Source: an optimization exercise on an open RTL-to-GDS flow (aim: small area, a short achievable clock period and few clock cycles per item). Production flows keep margins and buffers that such runs may drop. Function was checked by simulation only, so behaviour that the tests miss may differ from the original. Power is estimated from default activity; no workload was simulated.

==> branch maple <==
==> flow/design.v <==
`default_nettype none
package nn_cfg_pkg;
    localparam int CFG_WORD_W = 256;
    localparam int CFG_ADDR_W = 17;
    localparam int LCOUNT_W    = 11;
    localparam int NINPUTS_W   = 10;
    localparam int SHIFT_W     = 5;
    localparam int CHUNK_LANES = 8;
    localparam int CHUNK_IDX_W = 10;
    localparam int CHUNK_WGT_W = 16;
    typedef logic [CFG_ADDR_W-1:0] cfg_addr_t;
    typedef struct packed {
        logic [LCOUNT_W-1:0] count;
        cfg_addr_t           location;
        logic [3:0]          reserved;
    } layer_hdr_t;
    typedef struct packed {
        logic [NINPUTS_W-1:0] ninputs;
        cfg_addr_t            lbase;
        cfg_addr_t            oloc;
        cfg_addr_t            nimap;
        cfg_addr_t            wimap;
        cfg_addr_t            neuron_table;
        logic [SHIFT_W-1:0]   neuron_shift;
        logic [SHIFT_W-1:0]   post_shift;
        logic [22:0]          unused;
    } neuron_tbl_t;
    typedef struct packed {
        logic [31:0]                                   unused_hi;
        logic [CHUNK_LANES-1:0][CHUNK_WGT_W-1:0]       weight;
        logic [15:0]                                   unused_mid;
        logic [CHUNK_LANES-1:0][CHUNK_IDX_W-1:0]       index;
    } chunk_word_t;
endpackage
`default_nettype wire
`default_nettype none
package nn_operand_pkg;
    localparam int LANES       = 8;   
    localparam int IN_W        = 24;
    localparam int W_W         = 16;  
    localparam int DATA_ADDR_W = 17;
    localparam int INDEX_W     = 10;  
    localparam int QUEUE_DEPTH = 4;
    localparam int QUEUE_PTR_W = $clog2(QUEUE_DEPTH);
    localparam int QUEUE_CNT_W = $clog2(QUEUE_DEPTH + 1);
    typedef logic [DATA_ADDR_W-1:0]            data_addr_t;
    typedef logic [LANES-1:0][DATA_ADDR_W-1:0] lane_addr_t;
    typedef logic [LANES-1:0][IN_W-1:0]        lane_in_t;
    typedef logic [LANES-1:0][W_W-1:0]         lane_wgt_t;
    typedef struct packed {
        lane_addr_t                              addr;
        lane_wgt_t                               weight;
        logic [9:0]                      ninputs_left;
        logic [16:0]                             neuron_table;
        logic [4:0]                      neuron_shift;
        logic [4:0]                      post_shift;
        data_addr_t                              oloc;
        logic [10:0]                     neuron_number;
    } chunk_t;
    typedef struct packed {
        lane_in_t                                inputs;
        lane_wgt_t                               weights;
        logic [16:0]                             neuron_table;
        logic [4:0]                      neuron_shift;
        logic [4:0]                      post_shift;
        data_addr_t                              oloc;
        logic [9:0]                      ninputs;
        logic [10:0]                     neuron_number;
    } operand_t;
endpackage
`default_nettype wire
`default_nettype none
module fetch_sequencer (
    input  logic                              clk,
    input  logic                              reset,
    input  logic                              i_start,
    input  nn_cfg_pkg::cfg_addr_t             i_table_base,
    input  logic [nn_cfg_pkg::CFG_WORD_W-1:0] i_cfg_data,
    input  logic                              i_stopin,
    input  logic                              i_layer_done,
    output nn_cfg_pkg::cfg_addr_t             o_cfg_addr,
    output nn_operand_pkg::lane_addr_t        o_data_addr,
    output logic                              o_push,
    output logic [127:0]                      o_weights,
    output logic [7:0]                        o_lanes,
    output logic [9:0]                        o_left,
    output logic [43:0]                       o_fields,
    output logic [10:0]                       o_number,
    output logic                              o_finish
);
    localparam int S_IDLE  = 0;
    localparam int S_HDR   = 1;
    localparam int S_LAYER = 2;
    localparam int S_TABLE = 3;
    localparam int S_CHUNK = 4;
    localparam int S_LAST  = 5;
    logic [5:0] state;
    logic [5:0] state_n;
    nn_cfg_pkg::layer_hdr_t  hdr_word;
    nn_cfg_pkg::neuron_tbl_t tbl_word;
    logic        data_ok;      
    logic        push_q;
    logic        finish_q;
    logic [16:0] layer_ptr;    
    logic [10:0] layer_left;   
    logic [16:0] neuron_ptr;   
    logic [10:0] number;       
    logic [10:0] nlast;        
    logic [16:0] chunk_ptr;    
    logic [9:0]  rem;          
    logic        last_chunk;   
    logic        last_neuron;  
    logic [7:0]  lanes_q;      
    logic [127:0] wgt_q;       
    logic [43:0] fields_q;
    logic [9:0]  lbase_lo;
    logic [6:0]  lbase_hi;
    logic [6:0]  lbase_hi1;    
    logic        issue;
    logic [16:0] chunk_inc;
    logic [10:0] number_inc;
    logic [16:0] neuron_inc;
    logic [16:0] layer_inc;
    logic [16:0] next_addr;
    logic [16:0] hold_addr;
    logic [16:0] go_addr;
    logic [7:0]  lanes;
    logic [127:0] wgt_in;
    assign hdr_word = i_cfg_data[31:0];
    assign tbl_word = i_cfg_data[127:0];
    assign issue      = state[S_CHUNK] && data_ok && !i_stopin;
    assign number_inc = number + 1'b1;
    assign chunk_inc  = chunk_ptr + 1'b1;
    assign neuron_inc = neuron_ptr + 1'b1;
    assign layer_inc  = layer_ptr + 1'b1;
    always_comb
    begin
        if (!last_chunk)
            next_addr = chunk_inc;
        else if (!last_neuron)
            next_addr = neuron_inc;
        else
            next_addr = layer_inc;
        if (state[S_IDLE])
            hold_addr = i_table_base;
        else if (state[S_HDR] || state[S_LAYER])
            hold_addr = hdr_word.location;
        else if (state[S_TABLE])
            hold_addr = tbl_word.wimap;
        else
            hold_addr = chunk_ptr;
    end
    assign go_addr    = (state[S_CHUNK] && data_ok) ? next_addr : hold_addr;
    assign o_cfg_addr = i_stopin ? hold_addr : go_addr;
    always_comb
    begin
        state_n = state;
        if (state[S_IDLE] && i_start)
            state_n = 6'd1 << S_HDR;
        if (state[S_HDR])
            state_n = (hdr_word.count == 11'd0) ? 6'd1 << S_IDLE : 6'd1 << S_LAYER;
        if (state[S_LAYER])
            state_n = 6'd1 << S_TABLE;
        if (state[S_TABLE])
            state_n = 6'd1 << S_CHUNK;
        if (issue && last_chunk)
            state_n = !last_neuron ? 6'd1 << S_TABLE :
                      (layer_left == 11'd0) ? 6'd1 << S_LAST : 6'd1 << S_LAYER;
        if (state[S_LAST] && i_layer_done)
            state_n = 6'd1 << S_IDLE;
    end
    always_ff @(posedge clk or posedge reset)
    begin
        if (reset)
        begin
            state    <= 6'd1 << S_IDLE;
            data_ok  <= 1'b0;
            push_q   <= 1'b0;
            finish_q <= 1'b0;
        end
        else
        begin
            state  <= state_n;
            push_q <= issue;
            if (i_layer_done)
                data_ok <= 1'b1;
            if (state[S_IDLE] && i_start)
            begin
                data_ok  <= 1'b1;
                finish_q <= 1'b0;
            end
            if ((state[S_HDR] && (hdr_word.count == 11'd0)) ||
                (state[S_LAST] && i_layer_done))
                finish_q <= 1'b1;
            if (issue && last_chunk && last_neuron)
                data_ok <= 1'b0;
        end
    end
    always_comb
    begin
        for (int l = 0; l < 8; l++)
        begin
            lanes[l] = (rem[9:3] != 7'd0) || (rem[2:0] > l[2:0]);
            wgt_in[l*16 +: 16] = lanes[l] ? i_cfg_data[96 + l*16 +: 16] : 16'd0;
        end
    end
    always_ff @(posedge clk)
    begin
        wgt_q   <= wgt_in;
        lanes_q <= lanes;
        if (state[S_HDR])
        begin
            layer_ptr  <= hdr_word.location;
            layer_left <= hdr_word.count - 1'b1;
        end
        if (state[S_LAYER])
        begin
            neuron_ptr <= hdr_word.location;
            nlast      <= hdr_word.count - 1'b1;
            number     <= 11'h7ff;
        end
        if (state[S_TABLE])
        begin
            chunk_ptr   <= tbl_word.wimap;
            rem         <= tbl_word.ninputs;
            last_chunk  <= (tbl_word.ninputs <= 10'd8);
            number      <= number_inc;
            last_neuron <= (number_inc == nlast);
            fields_q    <= {tbl_word.neuron_table, tbl_word.neuron_shift,
                            tbl_word.post_shift, tbl_word.oloc};
            lbase_lo    <= tbl_word.lbase[9:0];
            lbase_hi    <= tbl_word.lbase[16:10];
            lbase_hi1   <= tbl_word.lbase[16:10] + 1'b1;
        end
        if (issue)
        begin
            chunk_ptr  <= chunk_inc;
            rem[9:3]   <= rem[9:3] - 1'b1;
            last_chunk <= (rem <= 10'd16);
            if (last_chunk && !last_neuron)
                neuron_ptr <= neuron_inc;
            if (last_chunk && last_neuron)
            begin
                layer_ptr  <= layer_inc;
                layer_left <= layer_left - 1'b1;
            end
        end
    end
    logic [135:0] lane_addr;
    always_comb
    begin
        for (int l = 0; l < 8; l++)
        begin
            logic [10:0] lo;
            lo = {1'b0, lbase_lo} + {1'b0, i_cfg_data[l*10 +: 10]};
            lane_addr[l*17 +: 17] = {lo[10] ? lbase_hi1 : lbase_hi, lo[9:0]};
        end
    end
    assign o_data_addr = lane_addr;
    assign o_push      = push_q;
    assign o_weights   = wgt_q;
    assign o_lanes     = lanes_q;
    assign o_left      = {rem[9:3] + 1'b1, rem[2:0]};
    assign o_fields    = fields_q;
    assign o_number    = number;
    assign o_finish    = finish_q;
endmodule
`default_nettype wire
`default_nettype none
module operand_gather (
    input  nn_operand_pkg::lane_in_t  i_data,
    input  logic [127:0]              i_weights,
    input  logic [7:0]                i_lanes,
    input  logic [9:0]                i_left,
    input  logic [43:0]               i_fields,    
    input  logic [10:0]               i_number,
    output nn_operand_pkg::operand_t  o_operand
);
    logic [191:0] lane_in;
    logic [191:0] data_flat;
    assign data_flat = i_data;
    always_comb
    begin
        for (int l = 0; l < 8; l++)
            lane_in[l*24 +: 24] = i_lanes[l] ? data_flat[l*24 +: 24] : 24'd0;
    end
    assign o_operand = {lane_in, i_weights, i_fields, i_left, i_number};
endmodule
`default_nettype wire
`default_nettype none
module neuron_fetch_top (
    input  logic                              clk,
    input  logic                              reset,
    input  logic                              i_start,
    input  nn_cfg_pkg::cfg_addr_t             i_table_base,
    output nn_cfg_pkg::cfg_addr_t             o_cfg_addr,
    input  logic [nn_cfg_pkg::CFG_WORD_W-1:0] i_cfg_data,
    output nn_operand_pkg::lane_addr_t        o_data_addr,
    input  nn_operand_pkg::lane_in_t          i_data,
    input  logic                              i_stopin,
    input  logic                              i_layer_done,
    output logic                              o_push,
    output nn_operand_pkg::operand_t          o_operand,
    output logic                              o_finish
);
    logic [127:0] wgt;
    logic [7:0]   lanes;
    logic [9:0]   left;
    logic [43:0]  fields;
    logic [10:0]  number;
    fetch_sequencer u_sequencer (
        .clk          (clk),
        .reset        (reset),
        .i_start      (i_start),
        .i_table_base (i_table_base),
        .i_cfg_data   (i_cfg_data),
        .i_stopin     (i_stopin),
        .i_layer_done (i_layer_done),
        .o_cfg_addr   (o_cfg_addr),
        .o_data_addr  (o_data_addr),
        .o_push       (o_push),
        .o_weights    (wgt),
        .o_lanes      (lanes),
        .o_left       (left),
        .o_fields     (fields),
        .o_number     (number),
        .o_finish     (o_finish)
    );
    operand_gather u_gather (
        .i_data    (i_data),
        .i_weights (wgt),
        .i_lanes   (lanes),
        .i_left    (left),
        .i_fields  (fields),
        .i_number  (number),
        .o_operand (o_operand)
    );
endmodule
`default_nettype wire
==> flow/flow/run.sh <==
#!/bin/bash
# The standard layout, except:
#  - the smallest buffer on every input and output port instead of the
#    default port buffer;
#  - pins may sit on adjacent routing tracks, so the die can be small and
#    the core reach close to every pin;
#  - global routing gets more congestion iterations.
set -euo pipefail
export BUFFER_PORTS_ARGS="-buffer_cell sky130_fd_sc_hd__buf_1"
export PLACE_PINS_ARGS="-min_distance 1 -min_distance_in_tracks"
export GLOBAL_ROUTE_ARGS="-congestion_iterations 100 -congestion_report_iter_step 5 -verbose"
bash standard.sh > standard_make.log 2>&1
==> flow/standard.sh <==
#!/bin/bash
# synth_recipe.tcl (not shown) runs the flow's synth.tcl, then flattens the netlist and writes it again
# the make line also repeats each setting of config.mk as NAME=value (left out here)
make -C /OpenROAD-flow-scripts/flow DESIGN_CONFIG=/design/flow/config.mk WORK_HOME=/design/flow/orfs CLKGATE_MAP_FILE= SYNTH_SCRIPT=/design/flow/synth_recipe.tcl "${@:-finish}"
==> flow/config.mk <==
export PLATFORM = sky130hd
export DESIGN_NAME = neuron_fetch_top
export DESIGN_NICKNAME = neuron_fetch_top
export VERILOG_FILES = /design/flow/design.v
export SDC_FILE = /design/flow/constraint.sdc
export NUM_CORES = 4
export LEC_CHECK = 0
export ABC_AREA = 1
export CAP_MARGIN = 20
export CORE_AREA = 2 2 248 248
export DIE_AREA = 0 0 250 250
export SETUP_SLACK_MARGIN = 2.4
export SLEW_MARGIN = 20
==> flow/constraint.sdc <==
create_clock -name core_clock -period 6.5 [get_ports {clk}]
set_input_delay 1.3000 -clock core_clock [delete_from_list [all_inputs] [get_ports {clk}]]
set_output_delay 1.3000 -clock core_clock [all_outputs]
set_load 0.01 [all_outputs]
==> branch zinc (differences from branch maple) <==
--- a/flow/design.v
+++ b/flow/design.v
@@ -125,3 +125,2 @@
     logic [16:0] hold_addr;
-    logic [16:0] go_addr;
     logic [7:0]  lanes;
@@ -152,4 +151,3 @@
     end
-    assign go_addr    = (state[S_CHUNK] && data_ok) ? next_addr : hold_addr;
-    assign o_cfg_addr = i_stopin ? hold_addr : go_addr;
+    assign o_cfg_addr = issue ? next_addr : hold_addr;
     always_comb
==> flow/flow/run.sh (replaced) <==
#!/bin/bash
# The standard layout, except for the smallest buffer on every input and
# output port instead of the default port buffer.
set -euo pipefail
export BUFFER_PORTS_ARGS="-buffer_cell sky130_fd_sc_hd__buf_1"
bash standard.sh > standard_make.log 2>&1
Settings changed: CORE_AREA 2 2 248 248 to 75 75 275 275, DIE_AREA 0 0 250 250 to 0 0 350 350, SETUP_SLACK_MARGIN 2.4 to 2.2.
==> flow_summary.yaml <==
status:
  status: "complete, no violations"
power_and_ir_drop:
  pwr-share-seq_pct: 33.7
final_layout:
  ff_latch_area_um2: 7260
  clock_area_share_pct: 5.25
  fillers: 3797
detailed_routing:
  vias: 23078
placed_design:
  place_ws_ns: 1.42
worst_setup_path:
  path_cells: "buf_2 -> ha_1 -> inv_1 -> nor3_2 -> nand3_1 -> nand4_1 -> buf_12 -> buf_4 -> nand2_1 -> o21ai_0 -> buf_4"
  r2r-start: "u_sequencer.rem[3]"
  rrSetupSlack_ns: 4.20
hold_path:
  min_to: "u_sequencer.neuron_ptr[15]"
(the above is from branch zinc)
==> flow_summary.yaml <==
status:
  status: "complete, no violations"
final_layout:
  ff_latch_area_um2: 7260
  clock_area_share_pct: 4.87
power_and_ir_drop:
  pwr-share-seq_pct: 30.6
hold_path:
  min_to: "u_sequencer.chunk_ptr[16]"
detailed_routing:
  vias: 21982
placed_design:
  place_ws_ns: 1.64
worst_setup_path:
  path_cells: "buf_6 -> ha_4 -> fa_2 -> nand3_4 -> o2111ai_4 -> o21ai_2 -> buf_2"
(the above is from branch maple)
Testbench counts of branch maple, summed over its fixed seeds: cycles 4,284, items 2,745.
Testbench counts of branch zinc, summed over its fixed seeds: cycles 4,284, items 2,745.

[port drivers added, routing unchanged]
How much do the figures lean on ideal ports? The routed layouts below were timed once more, with nothing changed but the port constraints.
Step 1: set_driving_cell puts a clkbuf_16 on clk and a buf_2 on each other input, an assumption about the parent block.
Step 2 also shifts input and output timing later by t, the mid clock arrival at the registers, as if the neighbouring blocks saw the same clock.
Slacks: ideal ports / drivers / drivers and shift; pairs: ideal ports / drivers.
run | t, ns | setup WS [ns] | clock arrival spread, ns | slew at the worst register clock pin (ns) | worst slew at a driven data input, ns
branch maple | 0.627 | 2.403 / 2.304 / 2.304 | 0.029 / 0.029 | 0.07 / 0.07 | 0.24
branch zinc | 0.615 | 2.142 / 2.029 / 2.029 | 0.016 / 0.016 | 0.07 / 0.07 | 0.28
After both steps every run listed still meets setup and hold. For branch zinc, which loses most, drivers alone change the setup slack by -0.113 ns; drivers and shift together by -0.113 ns.
